From an optimization exercise on the open Yosys and OpenROAD flow, aimed at small area and a short achievable clock period; shortcuts taken in it are not production practice.
The RTL was checked by simulation tests, not by an equivalence proof against the original design.
Power and IR drop assume default switching activity.

===== flow/standard.sh =====
#!/bin/bash
# synth_recipe.tcl (not shown) runs the flow's synth.tcl, then flattens the netlist and writes it again
# the make line also repeats each setting of config.mk as NAME=value (left out here)
make -C /OpenROAD-flow-scripts/flow DESIGN_CONFIG=/design/flow/config.mk WORK_HOME=/design/flow/orfs CLKGATE_MAP_FILE= SYNTH_SCRIPT=/design/flow/synth_recipe.tcl "${@:-finish}"

===== flow/constraint.sdc =====
create_clock -name core_clock -period 25.0 [get_ports {clk}]
set_input_delay 5.0000 -clock core_clock [delete_from_list [all_inputs] [get_ports {clk}]]
set_output_delay 5.0000 -clock core_clock [all_outputs]
set_load 0.01 [all_outputs]

===== flow/flow/run.sh =====
#!/bin/bash
# The standard layout (standard.sh: ORFS synthesis to finish, unchanged), with one
# difference: the buffers that buffer_ports puts on every input and output port are
# sky130_fd_sc_hd__buf_1 instead of the cell buffer_ports picks by itself.
# ORFS keeps each step's full log under orfs/logs/; make's own output goes to orfs_make.log.
set -euo pipefail
bash standard.sh 'BUFFER_PORTS_ARGS=-buffer_cell sky130_fd_sc_hd__buf_1' finish > orfs_make.log 2>&1

===== flow/config.mk =====
export PLATFORM = sky130hd
export DESIGN_NAME = bmu_top
export DESIGN_NICKNAME = bmu_top
export VERILOG_FILES = /design/flow/design.v
export SDC_FILE = /design/flow/constraint.sdc
export NUM_CORES = 4
export LEC_CHECK = 0
export ABC_AREA = 1
export CAP_MARGIN = 20
export CORE_MARGIN = 2
export CORE_UTILIZATION = 65
export SLEW_MARGIN = 20

===== flow/design.v =====
`default_nettype none
package bmu_pkg;
  localparam int XLEN = 32;
  localparam int SHAMT_W = 5;
  localparam int COUNT_W = 6;
  localparam int OP_W = 6;
  typedef enum logic [OP_W-1:0] {
    OP_NONE,
    OP_ADD,
    OP_SUB,
    OP_SH1ADD,
    OP_SH2ADD,
    OP_SH3ADD,
    OP_SLT,
    OP_SLTU,
    OP_MIN,
    OP_MAX,
    OP_MINU,
    OP_MAXU,
    OP_AND,
    OP_OR,
    OP_XOR,
    OP_ANDN,
    OP_ORN,
    OP_XNOR,
    OP_SLL,
    OP_SRL,
    OP_SRA,
    OP_ROL,
    OP_ROR,
    OP_BEXT,
    OP_BSET,
    OP_BCLR,
    OP_BINV,
    OP_CLZ,
    OP_CTZ,
    OP_CPOP,
    OP_SEXT_B,
    OP_SEXT_H,
    OP_PACK,
    OP_PACKU,
    OP_PACKH,
    OP_REV8,
    OP_ORC_B
  } bmu_op_e;
  localparam logic [OP_W-1:0] OP_LAST = OP_ORC_B;
endpackage
`default_nettype wire
`default_nettype none
module bmu_arith (
  input  logic [bmu_pkg::XLEN-1:0] a,
  input  logic [bmu_pkg::XLEN-1:0] b,
  input  logic                     sub_op,    
  input  logic [3:0]               op_lo,     
  input  logic                     cmp_s,     
  input  logic                     sel_sum,   
  output logic [bmu_pkg::XLEN-1:0] sum_out,
  output logic                     lt
);
  logic [bmu_pkg::XLEN-1:0] a_pre;
  logic [bmu_pkg::XLEN-1:0] b_mod;
  logic [bmu_pkg::XLEN:0]   sum;
  logic                     sh1, sh2, sh3, no_pre;
  assign sh1    = ~op_lo[3] & ~op_lo[2] &  op_lo[1] &  op_lo[0];
  assign sh2    = ~op_lo[3] &  op_lo[2] & ~op_lo[1] & ~op_lo[0];
  assign sh3    = ~op_lo[3] &  op_lo[2] & ~op_lo[1] &  op_lo[0];
  assign no_pre = ~(sh1 | sh2 | sh3);
  always_comb begin
    for (int i = 0; i < bmu_pkg::XLEN; i++) begin
      a_pre[i] = (no_pre & a[i])
               | (sh1 & ((i >= 1) ? a[(i >= 1) ? i-1 : 0] : 1'b0))
               | (sh2 & ((i >= 2) ? a[(i >= 2) ? i-2 : 0] : 1'b0))
               | (sh3 & ((i >= 3) ? a[(i >= 3) ? i-3 : 0] : 1'b0));
    end
  end
  assign b_mod = b ^ {bmu_pkg::XLEN{sub_op}};
  bmu_add32 add_i (
    .a   (a_pre),
    .b   (b_mod),
    .cin (sub_op),
    .s   (sum)
  );
  always_comb begin
    if (a[bmu_pkg::XLEN-1] ^ b[bmu_pkg::XLEN-1])
      lt = cmp_s ? a[bmu_pkg::XLEN-1] : b[bmu_pkg::XLEN-1];
    else
      lt = sum[bmu_pkg::XLEN-1];
  end
  assign sum_out = sum[bmu_pkg::XLEN-1:0] & {bmu_pkg::XLEN{sel_sum}};
endmodule
module bmu_add32(input [31:0] a, b, input cin, output [32:0] s);
  wire [31:0] g = a & b; wire [31:0] p = a ^ b;
  wire G1, G2, P2, G3, P3, G4, P4, G5, P5, G6, P6, G7, P7, G8, P8, G9, P9, G10, P10, G11, P11, G12, P12, G13, P13, G14, P14, G15, P15, G16, P16, G17, G18, P18, G19, P19, G20, P20, G21, P21, G22, P22, G23, P23, G24, P24, G25, G26, P26, G27, P27, G28, P28, G29, G30, P30, G31, G32, G33, G34, G35, G36, G37, G38, G39, G40, G41, G42, G43, G44, G45, G46, G47, G48, G49, G50, G51, G52, G53, G54, G55, G56, G57, G58;
  assign G1 = g[0] | (p[0] & cin);
  assign G2 = g[2] | (p[2] & g[1]);
  assign P2 = p[2] & p[1];
  assign G3 = g[4] | (p[4] & g[3]);
  assign P3 = p[4] & p[3];
  assign G4 = g[6] | (p[6] & g[5]);
  assign P4 = p[6] & p[5];
  assign G5 = g[8] | (p[8] & g[7]);
  assign P5 = p[8] & p[7];
  assign G6 = g[10] | (p[10] & g[9]);
  assign P6 = p[10] & p[9];
  assign G7 = g[12] | (p[12] & g[11]);
  assign P7 = p[12] & p[11];
  assign G8 = g[14] | (p[14] & g[13]);
  assign P8 = p[14] & p[13];
  assign G9 = g[16] | (p[16] & g[15]);
  assign P9 = p[16] & p[15];
  assign G10 = g[18] | (p[18] & g[17]);
  assign P10 = p[18] & p[17];
  assign G11 = g[20] | (p[20] & g[19]);
  assign P11 = p[20] & p[19];
  assign G12 = g[22] | (p[22] & g[21]);
  assign P12 = p[22] & p[21];
  assign G13 = g[24] | (p[24] & g[23]);
  assign P13 = p[24] & p[23];
  assign G14 = g[26] | (p[26] & g[25]);
  assign P14 = p[26] & p[25];
  assign G15 = g[28] | (p[28] & g[27]);
  assign P15 = p[28] & p[27];
  assign G16 = g[30] | (p[30] & g[29]);
  assign P16 = p[30] & p[29];
  assign G17 = G2 | (P2 & G1);
  assign G18 = G4 | (P4 & G3);
  assign P18 = P4 & P3;
  assign G19 = G6 | (P6 & G5);
  assign P19 = P6 & P5;
  assign G20 = G8 | (P8 & G7);
  assign P20 = P8 & P7;
  assign G21 = G10 | (P10 & G9);
  assign P21 = P10 & P9;
  assign G22 = G12 | (P12 & G11);
  assign P22 = P12 & P11;
  assign G23 = G14 | (P14 & G13);
  assign P23 = P14 & P13;
  assign G24 = G16 | (P16 & G15);
  assign P24 = P16 & P15;
  assign G25 = G18 | (P18 & G17);
  assign G26 = G20 | (P20 & G19);
  assign P26 = P20 & P19;
  assign G27 = G22 | (P22 & G21);
  assign P27 = P22 & P21;
  assign G28 = G24 | (P24 & G23);
  assign P28 = P24 & P23;
  assign G29 = G26 | (P26 & G25);
  assign G30 = G28 | (P28 & G27);
  assign P30 = P28 & P27;
  assign G31 = G30 | (P30 & G29);
  assign G32 = G27 | (P27 & G29);
  assign G33 = G19 | (P19 & G25);
  assign G34 = G21 | (P21 & G29);
  assign G35 = G23 | (P23 & G32);
  assign G36 = G3 | (P3 & G17);
  assign G37 = G5 | (P5 & G25);
  assign G38 = G7 | (P7 & G33);
  assign G39 = G9 | (P9 & G29);
  assign G40 = G11 | (P11 & G34);
  assign G41 = G13 | (P13 & G32);
  assign G42 = G15 | (P15 & G35);
  assign G43 = g[1] | (p[1] & G1);
  assign G44 = g[3] | (p[3] & G17);
  assign G45 = g[5] | (p[5] & G36);
  assign G46 = g[7] | (p[7] & G25);
  assign G47 = g[9] | (p[9] & G37);
  assign G48 = g[11] | (p[11] & G33);
  assign G49 = g[13] | (p[13] & G38);
  assign G50 = g[15] | (p[15] & G29);
  assign G51 = g[17] | (p[17] & G39);
  assign G52 = g[19] | (p[19] & G34);
  assign G53 = g[21] | (p[21] & G40);
  assign G54 = g[23] | (p[23] & G32);
  assign G55 = g[25] | (p[25] & G41);
  assign G56 = g[27] | (p[27] & G35);
  assign G57 = g[29] | (p[29] & G42);
  assign G58 = g[31] | (p[31] & G31);
  assign s[0] = p[0] ^ cin;
  assign s[1] = p[1] ^ G1;
  assign s[2] = p[2] ^ G43;
  assign s[3] = p[3] ^ G17;
  assign s[4] = p[4] ^ G44;
  assign s[5] = p[5] ^ G36;
  assign s[6] = p[6] ^ G45;
  assign s[7] = p[7] ^ G25;
  assign s[8] = p[8] ^ G46;
  assign s[9] = p[9] ^ G37;
  assign s[10] = p[10] ^ G47;
  assign s[11] = p[11] ^ G33;
  assign s[12] = p[12] ^ G48;
  assign s[13] = p[13] ^ G38;
  assign s[14] = p[14] ^ G49;
  assign s[15] = p[15] ^ G29;
  assign s[16] = p[16] ^ G50;
  assign s[17] = p[17] ^ G39;
  assign s[18] = p[18] ^ G51;
  assign s[19] = p[19] ^ G34;
  assign s[20] = p[20] ^ G52;
  assign s[21] = p[21] ^ G40;
  assign s[22] = p[22] ^ G53;
  assign s[23] = p[23] ^ G32;
  assign s[24] = p[24] ^ G54;
  assign s[25] = p[25] ^ G41;
  assign s[26] = p[26] ^ G55;
  assign s[27] = p[27] ^ G35;
  assign s[28] = p[28] ^ G56;
  assign s[29] = p[29] ^ G42;
  assign s[30] = p[30] ^ G57;
  assign s[31] = p[31] ^ G31;
  assign s[32] = G58;
endmodule
`default_nettype wire
`default_nettype none
module bmu_shift (
  input  logic [bmu_pkg::XLEN-1:0]    a,
  input  logic [bmu_pkg::SHAMT_W-1:0] sh,
  input  logic                        shift_op,  
  input  logic                        left,      
  input  logic                        rot16,     
  input  logic                        rev8,
  input  logic                        cz,        
  input  logic [1:0]                  bsel,
  input  logic                        sel_rot,   
  input  logic                        sel_sll,
  input  logic                        sel_srx,   
  input  logic                        sel_bext,
  input  logic                        bit_op,    
  output logic [bmu_pkg::XLEN-1:0]    rot,
  output logic [bmu_pkg::XLEN-1:0]    ymask      
);
  logic [bmu_pkg::SHAMT_W-1:0] amt_sh;
  logic [bmu_pkg::SHAMT_W-1:0] amt;
  logic                        s16_odd;    
  logic                        s16_even;   
  logic [bmu_pkg::XLEN-1:0]    r1, r2, r3, r4, r4s;
  always_comb begin
    for (int k = 0; k < bmu_pkg::SHAMT_W; k++) begin
      amt_sh[k] = sh[k] ^ (left & ((k > 0) ? |(sh & ((5'd1 << k) - 5'd1)) : 1'b0));
    end
  end
  assign amt    = ({bmu_pkg::SHAMT_W{shift_op}} & amt_sh) | {rot16, rev8, 3'b000} |
                  {{2{cz}} & bsel, 3'b000};
  assign s16_odd  = amt[4];
  assign s16_even = amt[4] | rev8;
  assign r1  = amt[0] ? {a[0],     a[31:1]}   : a;
  assign r2  = amt[1] ? {r1[1:0],  r1[31:2]}  : r1;
  assign r3  = amt[2] ? {r2[3:0],  r2[31:4]}  : r2;
  assign r4  = amt[3] ? {r3[7:0],  r3[31:8]}  : r3;
  assign r4s = {r4[15:0], r4[31:16]};
  always_comb begin
    for (int i = 0; i < bmu_pkg::XLEN; i++) begin
      rot[i] = (((i / 8) % 2 == 1) ? s16_odd : s16_even) ? r4s[i] : r4[i];
    end
  end
  logic [3:0] hi_gt;    
  logic [3:0] hi_eq;    
  logic [7:0] lo_ge;    
  logic [7:0] lo_eq;    
  logic [3:0] k_any;    
  logic [3:0] k_grp;    
  logic [7:0] k_low;
  logic [3:0] g_sel;    
  logic [7:0] l_sel;    
  always_comb begin
    for (int h = 0; h < 4; h++) begin
      hi_gt[h] = (h > sh[4:3]);
      hi_eq[h] = (h == sh[4:3]);
    end
    for (int l = 0; l < 8; l++) begin
      lo_ge[l] = (l >= sh[2:0]);
      lo_eq[l] = (l == sh[2:0]);
    end
    for (int h = 0; h < 4; h++) begin
      k_any[h] = sel_rot | (sel_sll & hi_gt[h]) | (sel_srx & hi_gt[3-h]);
      k_grp[h] = (sel_sll & hi_eq[h]) | (sel_srx & hi_eq[3-h]);
    end
    for (int l = 0; l < 8; l++) begin
      k_low[l] = sel_sll ? lo_ge[l] : lo_ge[7-l];
    end
    for (int h = 0; h < 4; h++) g_sel[h] = k_grp[h] | (bit_op & hi_eq[h]);
    for (int l = 0; l < 8; l++) l_sel[l] = bit_op ? lo_eq[l] : k_low[l];
    for (int i = 0; i < bmu_pkg::XLEN; i++) begin
      ymask[i] = k_any[i/8] | (g_sel[i/8] & l_sel[i%8]) | ((i == 0) & sel_bext);
    end
  end
endmodule
`default_nettype wire
`default_nettype none
module bmu_bitcount (
  input  logic [bmu_pkg::XLEN-1:0]    a,
  input  logic [7:0]                  rbyte,     
  input  logic                        ctz,       
  input  logic                        sel_cz,    
  input  logic                        sel_cpop,
  output logic [1:0]                  bsel,      
  output logic [bmu_pkg::COUNT_W-1:0] count_result
);
  logic [bmu_pkg::XLEN-1:0]    x;
  logic [bmu_pkg::COUNT_W-1:0] pop_cnt;
  logic [3:0]                  nz;        
  logic [1:0]                  hi_b;      
  logic [1:0]                  lo_b;      
  logic                        zero;
  logic [7:0]                  u;
  logic [2:0]                  tz8;
  logic [bmu_pkg::COUNT_W-1:0] cz_cnt;
  assign x = a;
  always_comb begin
    for (int k = 0; k < 4; k++) nz[k] = |a[8*k +: 8];
  end
  assign zero = ~|nz;
  assign hi_b = nz[3] ? 2'd3 : nz[2] ? 2'd2 : nz[1] ? 2'd1 : 2'd0;
  assign lo_b = nz[0] ? 2'd0 : nz[1] ? 2'd1 : nz[2] ? 2'd2 : 2'd3;
  assign bsel = ctz ? lo_b : hi_b;
  always_comb begin
    for (int i = 0; i < 8; i++) u[i] = ctz ? rbyte[i] : rbyte[7-i];
  end
  assign tz8 = u[0] ? 3'd0 : u[1] ? 3'd1 : u[2] ? 3'd2 : u[3] ? 3'd3 :
               u[4] ? 3'd4 : u[5] ? 3'd5 : u[6] ? 3'd6 : 3'd7;
  assign cz_cnt = {zero, {2{~zero}} & (bsel ^ {2{~ctz}}), {3{~zero}} & tz8};
  logic t1, t2, t3, t4, t5, t6, t7, t8, t9, t10, t11, t12, t13, t14, t15, t16, t17, t18, t19, t20, t21, t22, t23, t24, t25, t26, t27, t28, t29, t30, t31, t32, t33, t34, t35, t36, t37, t38, t39, t40, t41, t42, t43, t44, t45, t46, t47, t48, t49, t50, t51, t52, t53, t54, t55, t56, t57, t58;
  assign t1 = x[0] ^ x[1] ^ x[2];
  assign t2 = (x[0] & x[1]) | (x[0] & x[2]) | (x[1] & x[2]);
  assign t3 = x[3] ^ x[4] ^ x[5];
  assign t4 = (x[3] & x[4]) | (x[3] & x[5]) | (x[4] & x[5]);
  assign t5 = x[6] ^ x[7] ^ x[8];
  assign t6 = (x[6] & x[7]) | (x[6] & x[8]) | (x[7] & x[8]);
  assign t7 = x[9] ^ x[10] ^ x[11];
  assign t8 = (x[9] & x[10]) | (x[9] & x[11]) | (x[10] & x[11]);
  assign t9 = x[12] ^ x[13] ^ x[14];
  assign t10 = (x[12] & x[13]) | (x[12] & x[14]) | (x[13] & x[14]);
  assign t11 = x[15] ^ x[16] ^ x[17];
  assign t12 = (x[15] & x[16]) | (x[15] & x[17]) | (x[16] & x[17]);
  assign t13 = x[18] ^ x[19] ^ x[20];
  assign t14 = (x[18] & x[19]) | (x[18] & x[20]) | (x[19] & x[20]);
  assign t15 = x[21] ^ x[22] ^ x[23];
  assign t16 = (x[21] & x[22]) | (x[21] & x[23]) | (x[22] & x[23]);
  assign t17 = x[24] ^ x[25] ^ x[26];
  assign t18 = (x[24] & x[25]) | (x[24] & x[26]) | (x[25] & x[26]);
  assign t19 = x[27] ^ x[28] ^ x[29];
  assign t20 = (x[27] & x[28]) | (x[27] & x[29]) | (x[28] & x[29]);
  assign t21 = x[30] ^ x[31];
  assign t22 = x[30] & x[31];
  assign t23 = t1 ^ t3 ^ t5;
  assign t24 = (t1 & t3) | (t1 & t5) | (t3 & t5);
  assign t25 = t7 ^ t9 ^ t11;
  assign t26 = (t7 & t9) | (t7 & t11) | (t9 & t11);
  assign t27 = t13 ^ t15 ^ t17;
  assign t28 = (t13 & t15) | (t13 & t17) | (t15 & t17);
  assign t29 = t19 ^ t21;
  assign t30 = t19 & t21;
  assign t31 = t2 ^ t4 ^ t6;
  assign t32 = (t2 & t4) | (t2 & t6) | (t4 & t6);
  assign t33 = t8 ^ t10 ^ t12;
  assign t34 = (t8 & t10) | (t8 & t12) | (t10 & t12);
  assign t35 = t14 ^ t16 ^ t18;
  assign t36 = (t14 & t16) | (t14 & t18) | (t16 & t18);
  assign t37 = t20 ^ t22;
  assign t38 = t20 & t22;
  assign t39 = t23 ^ t25 ^ t27;
  assign t40 = (t23 & t25) | (t23 & t27) | (t25 & t27);
  assign t41 = t24 ^ t26 ^ t28;
  assign t42 = (t24 & t26) | (t24 & t28) | (t26 & t28);
  assign t43 = t30 ^ t31 ^ t33;
  assign t44 = (t30 & t31) | (t30 & t33) | (t31 & t33);
  assign t45 = t35 ^ t37;
  assign t46 = t35 & t37;
  assign t47 = t32 ^ t34 ^ t36;
  assign t48 = (t32 & t34) | (t32 & t36) | (t34 & t36);
  assign t49 = t40 ^ t41 ^ t43;
  assign t50 = (t40 & t41) | (t40 & t43) | (t41 & t43);
  assign t51 = t42 ^ t44 ^ t46;
  assign t52 = (t42 & t44) | (t42 & t46) | (t44 & t46);
  assign t53 = t47 ^ t38;
  assign t54 = t47 & t38;
  assign t55 = t50 ^ t51 ^ t53;
  assign t56 = (t50 & t51) | (t50 & t53) | (t51 & t53);
  assign t57 = t52 ^ t54 ^ t48;
  assign t58 = (t52 & t54) | (t52 & t48) | (t54 & t48);
  assign pop_cnt = {1'b0, t58, t56, t55, t49, t39} + {1'b0, 1'b0, t57, 1'b0, t45, t29};
  assign count_result = ({bmu_pkg::COUNT_W{sel_cz}}   & cz_cnt) |
                        ({bmu_pkg::COUNT_W{sel_cpop}} & pop_cnt);
endmodule
`default_nettype wire
`default_nettype none
module bmu_logic (
  input  logic [bmu_pkg::XLEN-1:0] x,
  input  logic [bmu_pkg::XLEN-1:0] b,
  input  logic [bmu_pkg::XLEN-1:0] ymask,     
  input  logic                     sel_b,     
  input  logic                     sel_b8,    
  input  logic                     sel_b16,   
  input  logic [3:0][3:0]          tt,        
  output logic [bmu_pkg::XLEN-1:0] logic_result
);
  logic [bmu_pkg::XLEN-1:0] y;
  always_comb begin
    for (int i = 0; i < bmu_pkg::XLEN; i++) begin
      y[i] = (sel_b & b[i]) | ymask[i]
           | (sel_b8  & ((i >= 8)  && (i < 16) ? b[(i + 24) % 32] : 1'b0))
           | (sel_b16 & ((i >= 16)             ? b[(i + 16) % 32] : 1'b0));
      logic_result[i] = x[i] ? (y[i] ? tt[i/8][3] : tt[i/8][2])
                             : (y[i] ? tt[i/8][1] : tt[i/8][0]);
    end
  end
endmodule
`default_nettype wire
`default_nettype none
module bmu_top (
  input  logic                          clk,
  input  logic                          arst_n,
  input  logic                          valid_in,
  input  logic [bmu_pkg::OP_W-1:0]      op,
  input  logic [bmu_pkg::XLEN-1:0]      a_in,
  input  logic [bmu_pkg::XLEN-1:0]      b_in,
  input  logic                          csr_ren_in,
  input  logic [bmu_pkg::XLEN-1:0]      csr_rddata_in,
  output logic [bmu_pkg::XLEN-1:0]      result_ff,
  output logic                          error
);
  localparam int XLEN = bmu_pkg::XLEN;
  logic [XLEN-1:0] sum_out;
  logic [XLEN-1:0] rot;
  logic [XLEN-1:0] ymask;
  logic [XLEN-1:0] logic_result;
  logic [bmu_pkg::COUNT_W-1:0] count_result;
  logic [XLEN-1:0] csr_result;
  logic [XLEN-1:0] result_nxt;
  logic            error_nxt;
  logic            lt;
  logic            ok;         
  logic            sel_a;
  logic            fill;
  logic            slt_bit;
  logic [3:0]      orc;
  logic [1:0]      bsel;
  logic [3:0]      t_com;      
  logic [3:0][3:0] tt;
  logic [36:0] d;
  always_comb begin
    for (int k = 0; k <= 36; k++) d[k] = (op == k);
  end
  assign ok        = valid_in & ~csr_ren_in;
  assign error_nxt = (op > bmu_pkg::OP_LAST) || (csr_ren_in && (op != bmu_pkg::OP_NONE));
  bmu_arith arith_i (
    .a       (a_in),
    .b       (b_in),
    .sub_op  (op[3] | (op[1] & (op[2] | ~op[0]))),
    .op_lo   (op[3:0]),
    .cmp_s   ((~op[3] & ~op[0]) | (op[3] & ~op[1])),
    .sel_sum (ok & (d[1] | d[2] | d[3] | d[4] | d[5])),
    .sum_out (sum_out),
    .lt      (lt)
  );
  assign slt_bit = ok & (d[6] | d[7]) & lt;
  bmu_shift shift_i (
    .a        (a_in),
    .sh       (b_in[bmu_pkg::SHAMT_W-1:0]),
    .shift_op (d[18] | d[19] | d[20] | d[21] | d[22] | d[23]),
    .left     (d[18] | d[21]),
    .rot16    (d[33]),
    .rev8     (d[35]),
    .cz       (d[27] | d[28]),
    .bsel     (bsel),
    .sel_rot  (d[21] | d[22]),
    .sel_sll  (d[18]),
    .sel_srx  (d[19] | d[20]),
    .sel_bext (d[23]),
    .bit_op   (d[24] | d[25] | d[26]),
    .rot      (rot),
    .ymask    (ymask)
  );
  assign sel_a = lt ^ op[0];    
  assign fill  = d[20] & a_in[XLEN-1];
  always_comb begin
    for (int k = 0; k < 4; k++) orc[k] = |a_in[8*k +: 8];
    t_com[3] = d[8] | d[9] | d[10] | d[11] | d[12] | d[13] | d[16] | d[17] | d[24] |
               d[18] | d[19] | d[20] | d[21] | d[22] | d[23];
    t_com[2] = ((d[8] | d[9] | d[10] | d[11]) & sel_a) |
               d[13] | d[14] | d[15] | d[16] | d[24] | d[25] | d[26] | fill;
    t_com[1] = ((d[8] | d[9] | d[10] | d[11]) & ~sel_a) |
               d[13] | d[14] | d[24] | d[26];
    t_com[0] = d[16] | d[17] | fill;
    for (int k = 0; k < 4; k++) begin
      logic px, py, cv;
      px = (d[30] & (k == 0)) | ((d[31] | d[32] | d[33]) & (k < 2)) |
           (d[34] & (k == 0)) | d[35];
      py = ((d[32] | d[33]) & (k >= 2)) | (d[34] & (k == 1));
      cv = (d[30] & (k >= 1) & a_in[7]) | (d[31] & (k >= 2) & a_in[15]) |
           (d[36] & orc[k]);
      tt[k][3] = ok & (t_com[3] | px | py | cv);
      tt[k][2] = ok & (t_com[2] | px | cv);
      tt[k][1] = ok & (t_com[1] | py | cv);
      tt[k][0] = ok & (t_com[0] | cv);
    end
  end
  bmu_logic logic_i (
    .x            (rot),
    .b            (b_in),
    .ymask        (ymask),
    .sel_b        (d[8] | d[9] | d[10] | d[11] | d[12] | d[13] | d[14] | d[15] | d[16] |
                   d[17] | d[33]),
    .sel_b8       (d[34]),
    .sel_b16      (d[32]),
    .tt           (tt),
    .logic_result (logic_result)
  );
  bmu_bitcount bitcount_i (
    .a            (a_in),
    .rbyte        (rot[7:0]),
    .ctz          (op[2]),    
    .sel_cz       (ok & (d[27] | d[28])),
    .sel_cpop     (ok & d[29]),
    .bsel         (bsel),
    .count_result (count_result)
  );
  assign csr_result = {XLEN{valid_in & csr_ren_in & d[0]}} & csr_rddata_in;
  assign result_nxt = sum_out | logic_result | csr_result | (result_ff & {XLEN{~valid_in}}) |
                      {{(XLEN-bmu_pkg::COUNT_W){1'b0}}, count_result} |
                      {{(XLEN-1){1'b0}}, slt_bit};
  always_ff @(posedge clk or negedge arst_n) begin
    if (!arst_n) begin
      result_ff <= '0;
      error     <= 1'b0;
    end else begin
      result_ff <= result_nxt;
      error     <= valid_in ? error_nxt : error;
    end
  end
endmodule
`default_nettype wire

==> out/results.tsv, run 1 <==
metric	value	unit
outcome	timing/DRC/antenna clean	
Sequential Power Share	15.8	%
Post-CTS Hold Buffers	0	
Syn Inst Count	1768	
DRT antenna net count	0	
Mapped Area	10100	µm²
combinational share of power	70.2	%
Clock Path Buffers	2	
die area	16600	µm²
worst path arrival time	10.23	ns
Tot GR Track Use	51.9	%
CP required	25.16	ns
Worst setup SP type	input port	
CTS clk-pin slew, worst paths	0.06	ns
max frequency	99.3	MHz
design area	10800	µm²
Non-Filler Instances	2044	
root buffer cell	clkbuf_16	
Ys Warns	5	
num rows	45	
Starting DRT DRC Count	2374	
clk_skew	0	ns
Post-DP HPWL	35000	µm
Sink Count	33	
IO Count	139	
Mapped Nets	1958	
Syn Area/Cell	5.74	µm²
sw frac	54.9	%
vias per cell	6.59	
max_cap viols	0	
Residual DRC	0	
H-Tree Depth	2	
Clk Latency, worst-skew pair	0.30	ns
critical path type	input port to flop	
Die Wd	129	µm
most frequent cells in the layout	nand2_1 (481), nand3_1 (229), inv_1 (218)	
port bufs	138	
peak supply drop	0.0810	mV
Initial Util	66.8	%
post-DR wirelength/cell	21.5	µm
Area Growth Syn to Fin	5.99	%
HP Class	flop to flop	
most common cell after layout, fill and taps aside	nand2_1	
Final nets	2044	
worst-margin pin slew	1.12	ns
fin crit share	40.3	%
share of layout cells above drive strength 1	4.64	%
total gr overflow	0	
PwrDens	45.5	nW/µm²
Hold Vio Cnt, Final	0	
Rel. slew slack	24.3	%
Seq/Total Area, Yosys	8.14	%
EDFF count, synth	0	
DRT Wirelength	43900	µm
CTS tree	yes	
Yosys cell types	65	
Setup WS pre-CTS	14.94	ns
Detailed Routing Iterations Pass 1	9	
setup_tns	0	ns
final setup margin	14.93	ns
post-CTS setup buffers	0	
die height	129	µm
P_leak	5.70	nW
fin crit period	10.07	ns
Clock Power Share	14.1	%
unrepaired setup endpoints after global routing	false	
CTS resizes	0	
initial antenna violation count	1	
Max Slew Vio Count	0	
Core Area	15200	µm²
Cell Int Power	0.221	mW
first-pass GRT wire length	65600	µm
placed cells	2034	
crit-path max FO	23	
cts bufs inserted	5	
total number of vias	13500	
Hold Crit Depth	2	
Worst Reg-to-Reg Cells	4	
Area after DPL	10600	µm²
Setup violations, final	0	
Fill cells	1449	
synthesized flop and latch total	33	
Psw	0.269	mW
GP Congestion	1.15	
largest net degree at the start of global routing	43	
post-synthesis async set-or-reset flop share	100	%
vias in the first global route	12000	
Main synth FF type	dfrtp_1	
nature of the critical path endpoint	flop	
## layer usage
metal | wire, µm | part of all wire, % | vias to the layer above | GRT usage, %
li1 | - | - | 6020 | -
met1 | 15600 | 36 | 6016 | 67.4
met2 | 17600 | 40 | 1160 | 74.1
met3 | 7050 | 16 | 274 | 17.2
met4 | 3640 | 8.3 | 0 | 32.5
met5 | 0 | 0 | - | 0
## critical path, cell delays in order
cell and delay, ns:
buf_1 0.73, nor2_8 0.10, nand2_2 0.39, nand2_1 0.43
inv_1 0.53, nand2_1 0.12, o2111ai_1 0.13, ha_1 0.32
a21oi_1 0.18, nor2_1 0.06, a211oi_1 0.21, nand2_1 0.19
nand2_1 0.12, nand2_2 0.09, nand2_1 0.12, nand2_1 0.07
nand2_1 0.09, nand3_1 0.11, nand2_1 0.13, nand2_1 0.07
nand3_1 0.17, nand4_1 0.23, nand2_1 0.33, nand2_1 0.11
nand2_1 0.08, nand3_1 0.08
## cells by family (layout without fill, tap and decap cells)
| family | count (synthesis) | after routing | share of synthesized area [%] |
|---|---|---|---|
| adders and majority gates | 84 | 84 | 13.3 |
| AOI/OAI and AO/OA | 280 | 280 | 17.5 |
| buffers and inverters | 304 | 391 | 12.4 |
| and+or+nand+nor | 1021 | 1021 | 44.7 |
| DFF | 33 | 33 | 8.14 |
| xor gates and xnor gates | 46 | 46 | 3.97 |
| other | 0 | 1 | 0 |
## power by group through the flow
stage | registers [mW] | logic (mW) | clock network (mW)
finish | 0.0771 | 0.343 | 0.0688
global route | 0.0778 | 0.371 | 0.0682
CTS | 0.0763 | 0.329 | 0.0658
detailed placement | 0.0771 | 0.326 | 0
global placement | 0.0768 | 0.313 | 0
floorplan | 0.0812 | 0.218 | 0
## registers in the layout (all words and copies together), names as in the netlist
register and cells:
error 1, result_ff 32
## Yosys cell counts, types with 13 or more instances
master | count | share of area (%)
a221oi_1 | 29 | 2.5
o21ai_1 | 19 | 0.94
ha_1 | 44 | 5.4
o21ai_0 | 66 | 3.3
fa_1 | 40 | 7.9
nand3_1 | 229 | 11
nor3_1 | 17 | 0.84
buf_2 | 21 | 1.0
xor2_1 | 46 | 4.0
dfrtp_1 | 33 | 8.1
nand4_1 | 13 | 0.80
clkbuf_1 | 29 | 1.1
inv_2 | 13 | 0.48
a21oi_1 | 78 | 3.8
inv_1 | 219 | 8.1
nand2_1 | 481 | 18
nor2_1 | 200 | 7.4
nor4_1 | 22 | 1.4
a31oi_1 | 13 | 0.80
## stage by stage
| step | power, mW | utilization, % | hold WS [ns] |
|---|---|---|---|
| finish | 0.489 | 70.8 | 0.517 |
| CTS | 0.472 | 70.7 | 0.524 |
| detailed placement | 0.404 | 69.7 | 0.509 |
| global route | 0.517 | 70.7 | 0.545 |
| floorplan | 0.299 | - | 0.548 |
| global placement | 0.390 | 69.7 | 0.498 |
## worst paths after layout
path	start	end	slack, ns
worst min register to register	result_ff[15]	result_ff[15]	0.52
worst max register to register	result_ff[4]	result_ff[4]	23.44
min in group asynchronous	arst_n	result_ff[8]	4.85
worst min-delay path	result_ff[15]	result_ff[15]	0.52
max in group asynchronous	arst_n	result_ff[6]	19.49
worst max-delay path	op[2]	result_ff[26]	14.93
## cell type report
type / instances / area (µm²) / share of cell area [%]
multi-input cells: 1431 / 8060 / 75.0
diodes: 1 / 2.50 / 0.0233
clock inverters: 3 / 17.5 / 0.163
well taps: 188 / 235 / 2.19
repair buffers: 148 / 599 / 5.57
flip-flops and latches: 33 / 826 / 7.68
inverters: 235 / 887 / 8.25
clock buffers: 5 / 125 / 1.16
==> run 2: changes to the inputs <==
--- a/flow/design.v
+++ b/flow/design.v
@@ -60,19 +60,12 @@
   logic [bmu_pkg::XLEN-1:0] a_pre;
   logic [bmu_pkg::XLEN-1:0] b_mod;
   logic [bmu_pkg::XLEN:0]   sum;
-  logic                     sh1, sh2, sh3, no_pre;
-  assign sh1    = ~op_lo[3] & ~op_lo[2] &  op_lo[1] &  op_lo[0];
-  assign sh2    = ~op_lo[3] &  op_lo[2] & ~op_lo[1] & ~op_lo[0];
-  assign sh3    = ~op_lo[3] &  op_lo[2] & ~op_lo[1] &  op_lo[0];
-  assign no_pre = ~(sh1 | sh2 | sh3);
-  always_comb begin
-    for (int i = 0; i < bmu_pkg::XLEN; i++) begin
-      a_pre[i] = (no_pre & a[i])
-               | (sh1 & ((i >= 1) ? a[(i >= 1) ? i-1 : 0] : 1'b0))
-               | (sh2 & ((i >= 2) ? a[(i >= 2) ? i-2 : 0] : 1'b0))
-               | (sh3 & ((i >= 3) ? a[(i >= 3) ? i-3 : 0] : 1'b0));
-    end
-  end
+  logic                     by1, by2;   
+  logic [bmu_pkg::XLEN-1:0] a_1;
+  assign by1 = ~op_lo[3] & op_lo[0] & (op_lo[1] ^ op_lo[2]);
+  assign by2 = ~op_lo[3] & op_lo[2] & ~op_lo[1];
+  assign a_1   = by1 ? {a[bmu_pkg::XLEN-2:0], 1'b0} : a;
+  assign a_pre = by2 ? {a_1[bmu_pkg::XLEN-3:0], 2'b00} : a_1;
   assign b_mod = b ^ {bmu_pkg::XLEN{sub_op}};
   bmu_add32 add_i (
     .a   (a_pre),
==> run 2 against run 1 <==
Still clean on timing, DRC and antenna. Cell count increased by 0.34%. Die area decreased by 1.0%. Clock skew unchanged. Global-route usage decreased by 2.1 points. Utilization decreased by 0.38 points. Via count decreased by 3.2%. Clock-buffer cell count unchanged. First-iteration DRC count decreased by 6.7%. Power increased by 2.4%. Cell area decreased by 0.91%. Fmax decreased by 1.1%. Clock power decreased by 3%. Critical path type unchanged. Largest power group unchanged.
==> out/results.tsv, run 2 <==
metric	value	unit
outcome	timing/DRC/antenna clean	
Sink Count	33	
HP Class	flop to flop	
Rel. slew slack	20.9	%
DRT antenna net count	0	
post-DR wirelength/cell	20.2	µm
Syn Inst Count	1781	
Area Growth Syn to Fin	6.13	%
Core Area	15100	µm²
Tot GR Track Use	49.8	%
IO Count	139	
Worst setup SP type	input port	
Main synth FF type	dfrtp_1	
unrepaired setup endpoints after global routing	false	
post-CTS setup buffers	0	
DRT Wirelength	41400	µm
storage element area	826	µm²
GP Congestion	1.08	
port bufs	138	
Register-to-Register Setup Slack	23.54	ns
Ys Warns	5	
Yosys top cell area share	19.1	%
Core Util, Final	70.4	%
area leader, netlist	nand2_1	
root buffer cell	clkbuf_16	
area occupied by multi-input gates	7930	µm²
WHS	0.507	ns
Non-Filler Instances	2051	
overall power	0.501	mW
vias in the first global route	11600	
CTS clk-pin slew, worst paths	0.06	ns
CTS resizes	0	
post-synthesis async set-or-reset flop share	100	%
Residual DRC	0	
most frequent cells in the layout	nand2_1 (510), inv_1 (239), nand3_1 (230)	
Detailed Routing Iterations Pass 1	8	
max frequency	98.2	MHz
nature of the critical path endpoint	flop	
top area cells in the synthesized netlist	nand2_1 (19%), nand3_1 (12%), inv_1 (8.9%)	
Seq/Total Area, Yosys	8.22	%
n_diodes	0	
most frequent cell after synthesis	nand2_1	
setup_tns	0	ns
PwrDens	47.0	nW/µm²
worst path arrival time	10.34	ns
number of flip-flops under the largest register name	32	
critical path type	input port to flop	
crit-path max FO	42	
Setup violations, final	0	
fin crit share	40.7	%
initial antenna violation count	1	
Max Slew Vio Count	0	
Yosys cell types	58	
total number of vias	13000	
CP required	25.17	ns
die height	128	µm
combinational share of power	71.5	%
Hold Vio Cnt, Final	0	
largest net degree at the start of global routing	66	
Sequential Power Share	15.2	%
Starting DRT DRC Count	2215	
Post-DP HPWL	32700	µm
Initial Util	66.3	%
Psw	0.275	mW
clk_skew	0	ns
Post-CTS Hold Buffers	0	
EDFF count, synth	0	
Clock Power Share	13.4	%
Fill cells	1463	
CTS tree	yes	
P_leak	5.71	nW
Clk Latency, worst-skew pair	0.29	ns
share of layout cells above drive strength 1	4.08	%
Mapped Area	10000	µm²
worst-margin pin slew	1.18	ns
sw frac	55.0	%
max_cap viols	0	
most common cell after layout, fill and taps aside	nand2_1	
Syn Area/Cell	5.64	µm²
vias per cell	6.36	
Mapped Nets	1971	
placed cells	2043	
H-Tree Depth	2	
Cell Int Power	0.226	mW
num rows	45	
first-pass GRT wire length	63100	µm
Regs by FF count	result_ff: 32 flops, error: 1 flops	
Post-synth top cells	nand2_1 (510), inv_1 (239), nand3_1 (233)	
Reg with most FFs	result_ff	
Clock Path Buffers	2	
peak supply drop	0.0939	mV
total gr overflow	0	
Die Wd	128	µm
synthesized flop and latch total	33	
die area	16500	µm²
cts bufs inserted	5	
fin crit period	10.18	ns
Final nets	2052	
-- run 2: changes by cell type after synthesis, sizes merged, moves of 9 or more --
| cell | previous run | this run |
|---|---|---|
| nor2 | 213 | 162 |
| o21ai | 89 | 128 |
| nand2 | 497 | 518 |
| inv | 234 | 253 |
| a21oi | 80 | 68 |
| a21boi | 4 | 14 |
| and3 | 5 | 15 |
| nor4 | 22 | 13 |
-- run 2: cells by family (layout without fill, tap and decap cells) --
group	after synthesis	after routing	share of synthesized area (%)
AO/OA/AOI/OAI	296	296	17.8
AND/OR/NAND/NOR	997	997	43.4
multiplexers	3	3	0.299
adder cells (fa/ha/maj)	84	84	13.5
XOR/XNOR	43	43	3.75
flip-flops	33	33	8.22
buffers and inverters	325	407	13.1
-- run 2: power by group through the flow --
stage	Clock (mW)	Sequential, mW	Combinational (mW)
after floorplan	0	0.0808	0.219
after global placement	0	0.0760	0.334
after CTS	0.0647	0.0755	0.343
after global routing	0.0680	0.0768	0.390
final	0.0669	0.0760	0.358
after detailed placement	0	0.0764	0.340
-- run 2: path summary, 6_finish.rpt --
kind,endpoint,start,cells past startpoint
hold reg to reg,result_ff[11],result_ff[11],2
max in group asynchronous,error,arst_n,1
min in group asynchronous,result_ff[9],arst_n,1
setup / recovery,result_ff[19],op[2],24
setup reg to reg,result_ff[0],result_ff[0],5
hold / removal,result_ff[11],result_ff[11],2
-- run 2: per-layer routing --
layer,GRT usage [%],vias to the layer above,routed length (µm)
met3,16.5,256,6220
met4,30.8,2,3240
met5,0,-,12
met1,63.1,5709,15100
li1,-,5992,-
met2,73.3,1085,16800
-- run 2: metrics by stage --
stage	setup WS (ns)	cell area (µm²)
after floorplan	16.41	10000
after global placement	14.76	10500
after detailed placement	14.68	10500
after CTS	14.98	10700
after global routing	14.30	10700
final	14.82	10700
-- run 2: critical path, stage by stage --
cell and delay, ns:
buf_1 0.54, inv_2 0.27, nor2_2 0.20, nand2_1 0.38, inv_1 0.88, o21ai_0 0.31
ha_1 0.43, a21o_1 0.20, nand3_1 0.07, nand2_1 0.06, nand2_1 0.06, o311ai_0 0.12
a21oi_1 0.43, nand2_1 0.10, nand2_1 0.09, nand3_1 0.10, nand2_1 0.12, nand2_1 0.07
nand3_2 0.12, nand4_1 0.09, nand2_1 0.38, nand2_1 0.12, nand2_1 0.09, nand3_1 0.07
-- run 2: layout make-up --
type                    instances  area share (%)
flip-flops and latches         33            7.75
inverters                     254            8.96
repair buffers                145            5.38
well taps                     188            2.21
multi-input cells            1423            74.4
clock buffers                   5            1.17
clock inverters                 3           0.164

==> re-timing with driven ports <==
How much do the figures lean on ideal ports? The routed layouts below were timed once more, with nothing changed but the port constraints. Step 1 sets driving cells, clkbuf_16 on the clock port and buf_2 on the other inputs (assumed; they add their load-dependent delay and slew). Step 2 moves the port delays by t, midway between the first and last clock arrival at a register: inputs arrive t later, outputs are due t later. That takes back most of the time a late clock gives input paths. a / b / c = no drivers / after step 1 / after step 2; a / b = the first two.
run | t (ns) | slack for setup (ns) | worst setup path after step 2
run 1 | 0.340 | 14.929 / 14.946 / 14.607 | input to register
run 2 | 0.336 | 14.822 / 14.834 / 14.498 | input to register
After both steps setup and hold are still met in every run listed. The setup slack of run 2, which loses most, moves by +0.012 ns with the drivers and by -0.324 ns with both steps.
